Background: an optimization exercise with open tools, aiming at small area, a short achievable clock period and few clock cycles per item. Do not read the settings as production practice. Only simulation tests tie the RTL to the original design; equivalence was not proved.

## xoshiro256ss_generator
module xoshiro256ss_generator
(
    input  logic      i_clk,
    input  logic      i_rst_n,
    input  logic      i_in_valid,
    output logic      o_in_stall,
    input  logic [64:0]  i_in_data,
    output logic      o_out_valid,
    input  logic      i_out_stall,
    output logic [116:0] o_out_data
);
Size in the first run: about 0.079 mm^2 of cells after synthesis.
Settings: LEC_CHECK=0, CAP_MARGIN=5, CORE_MARGIN=2, CORE_UTILIZATION=40, SLEW_MARGIN=5; clock period 12.0 ns.
standard.sh (not shown) runs the stock make flow with config.mk's settings and CLKGATE_MAP_FILE= SYNTH_SCRIPT=/design/flow/synth_recipe.tcl, a recipe that flattens the netlist after the stock synthesis.
==> flow/flow/run.sh <==
#!/bin/bash
# Standard ORFS layout, with repair_timing aiming for extra setup slack and
# plain buffers on the ports (the clock and constraints are the design's own).
set -euo pipefail
bash standard.sh SETUP_SLACK_MARGIN=8.0 "BUFFER_PORTS_ARGS=-buffer_cell sky130_fd_sc_hd__buf_2" finish > standard_flow.log 2>&1
Testbench counts at the start, summed over its fixed seeds: cycles 7,752, items 6,380.
==> next run, changes <==
==> flow/flow/run.sh (replaced) <==
#!/bin/bash
# Standard ORFS layout, with repair_timing aiming for extra setup slack and
# plain buffers on the ports (the clock and constraints are the design's own).
set -euo pipefail
bash standard.sh SETUP_SLACK_MARGIN=8.1 "BUFFER_PORTS_ARGS=-buffer_cell sky130_fd_sc_hd__buf_2" finish > standard_flow.log 2>&1
- CAP_MARGIN: 5 -> 20
- SLEW_MARGIN: 5 -> 20
Worst hold slack gains 0.029 ns.
Routed wire length climbs by 0.80%.
Die area does not change.
Global-route usage climbs by 0.25 points.
Synthesized cell count does not change.
Area after synthesis stays the same.
Sequential cell count stays the same.
==> next run, changes <==
==> flow/flow/run.sh (replaced) <==
#!/bin/bash
# Standard ORFS layout, with repair_timing aiming for extra setup slack and
# plain buffers on the ports (the clock and constraints are the design's own).
set -euo pipefail
bash standard.sh SETUP_SLACK_MARGIN=8.2 "BUFFER_PORTS_ARGS=-buffer_cell sky130_fd_sc_hd__buf_2" finish > standard_flow.log 2>&1
Result:
- The new run passed the timing, design-rule and antenna checks
- hold slack stays flat
- clock-buffer cell count went down by 4
- via count went up by 0.66%
- critical path depth stays the same
- setup slack improved by 0.14 ns
- area after synthesis stays the same
- synthesized cell count is unchanged
- die area stays the same
==> next run, changes <==
==> flow/flow/run.sh (replaced) <==
#!/bin/bash
# Standard ORFS layout, with repair_timing aiming for extra setup slack and
# plain buffers on the ports (the clock and constraints are the design's own).
set -euo pipefail
bash standard.sh SETUP_SLACK_MARGIN=8.0 "BUFFER_PORTS_ARGS=-buffer_cell sky130_fd_sc_hd__buf_2" finish > standard_flow.log 2>&1
- GPL_ROUTABILITY_DRIVEN: not set -> 0
Effect:
- sequential share of layout area climbs by 1.4 points
- hold slack is about the same
- fmax drops by a few percent
- routed wire length drops by roughly a tenth
- setup slack gets worse by 0.092 ns

red:
xoshiro256ss_generator again, from the RTL that the note above started with.
// xoshiro256ss_generator
module xoshiro256ss_generator
(
    input  logic      i_clk,
    input  logic      i_rst_n,
    input  logic      i_in_valid,
    output logic      o_in_stall,
    input  logic [64:0]  i_in_data,
    output logic      o_out_valid,
    input  logic      i_out_stall,
    output logic [116:0] o_out_data
);
clock: 12.0 ns
lec_check: 0
cap_margin: 20
core_margin: 2
core_utilization: 40
slew_margin: 20
==> flow/flow/run.sh <==
#!/bin/bash
# Standard ORFS layout, with repair_timing aiming for extra setup slack and
# plain buffers on the ports (the clock and constraints are the design's own).
set -euo pipefail
bash standard.sh SETUP_SLACK_MARGIN=8.0 "BUFFER_PORTS_ARGS=-buffer_cell sky130_fd_sc_hd__buf_2" finish > standard_flow.log 2>&1
Testbench counts of red, summed over its fixed seeds: cycles 7,752, items 6,380.
Here is what was changed in the inputs of blue compared with red.
diff --git a/flow/config.mk b/flow/config.mk
--- a/flow/config.mk
+++ b/flow/config.mk
@@ -10,0 +11 @@
+export CTS_BUF_LIST = sky130_fd_sc_hd__clkbuf_4 sky130_fd_sc_hd__clkbuf_8
[summary]
The global-route usage on blue is in line with that on red. Reported for blue and red, count of clock tree sinks turned out identical to the last digit. Status: routed wire length parity (red, blue). Between blue and red, shortest clock period the worst path allows after layout is lower for red, blue comes in above that. On number of endpoints with negative hold slack in the final report, blue tracks red almost exactly. Taking red as the reference, in blue routed length on met1 fell by 0.33%, worst hold slack fell 0.0076 ns.

## run 1
xoshiro256ss_generator again, from the RTL that the note above started with.
export LEC_CHECK = 0
export CAP_MARGIN = 20
export CORE_MARGIN = 2
export CORE_UTILIZATION = 40
export SLEW_MARGIN = 20
create_clock -name core_clock -period 12.0 [get_ports {i_clk}]
==> flow/flow/run.sh <==
#!/bin/bash
# Standard ORFS layout, with repair_timing aiming for extra setup slack and
# plain buffers on the ports (the clock and constraints are the design's own).
set -euo pipefail
bash standard.sh SETUP_SLACK_MARGIN=7.8 "BUFFER_PORTS_ARGS=-buffer_cell sky130_fd_sc_hd__buf_2" finish > standard_flow.log 2>&1
Testbench counts of run 1, summed over its fixed seeds: cycles 7,752, items 6,380.
### run 1 -> run 2
Settings: setting PLACE_DENSITY to 0.8 for the first time; changing CORE_UTILIZATION from 40 to 55.
-- flow/flow/run.sh --
<<< run 1, line 5
bash standard.sh SETUP_SLACK_MARGIN=7.8 "BUFFER_PORTS_ARGS=-buffer_cell sky130_fd_sc_hd__buf_2" finish > standard_flow.log 2>&1
>>> run 2, line 5
bash standard.sh SETUP_SLACK_MARGIN=8.2 "BUFFER_PORTS_ARGS=-buffer_cell sky130_fd_sc_hd__buf_2" finish > standard_flow.log 2>&1
Results
Of run 2 and run 1, the run reporting the higher wire length on met3 was run 2. Diff run 1 -> run 2: sequential portion of the cell area fell by 1.4 points; multi-input logic portion of the cell area fell by 0.50 points; via count of the routed design rose by 4685; worst slack on hold paths rose by 0.022 ns. Clock buffer count ended up 8 lower on run 2 than on run 1. Measured against each other, run 2 and run 1 differ in initial core utilization, the lower figure coming from run 1. Final cell count without fillers sits lower in run 2 than in run 1. First-iteration detailed-routing DRC count (higher): run 2.

## separate check: timing with driven ports
The results above use ideal ports. As a check the final layouts listed here were re-extracted and re-timed, cells and wires unchanged. Step 1 assumes that a clkbuf_16 drives the clock port and a buf_2 every other input. Step 2 also shifts input and output timing later by t, the mid clock arrival at the registers, as if the neighbouring blocks saw the same clock. a / b / c = ideal / step 1 / step 2; a / b = the first two.
run	shift t [ns]	slack for setup (ns)	worst hold slack (ns)	worst setup path after step 2	worst register clock-pin slew, ns
the first run of note 1	0.801	7.960 / 7.960 / 7.960	0.391 / 0.391 / 0.391	register to register	0.07 / 0.07
the second run of note 1	0.822	7.950 / 7.950 / 7.950	0.420 / 0.420 / 0.420	register to register	0.07 / 0.07
the third run of note 1	0.833	8.088 / 8.069 / 8.088	0.417 / 0.417 / 0.417	register to register	0.09 / 0.09
the fourth run of note 1	0.784	7.996 / 7.996 / 7.996	0.415 / 0.415 / 0.415	register to register	0.07 / 0.07
red	0.819	7.982 / 7.982 / 7.982	0.418 / 0.418 / 0.418	register to register	0.08 / 0.08
blue	0.968	7.892 / 7.892 / 7.892	0.411 / 0.411 / 0.411	register to register	0.09 / 0.09
run 1	0.822	7.827 / 7.827 / 7.827	0.404 / 0.404 / 0.404	register to register	0.08 / 0.08
run 2	0.824	8.038 / 7.987 / 8.038	0.426 / 0.426 / 0.426	register to register	0.07 / 0.07
After both steps setup and hold are still met in every run listed.
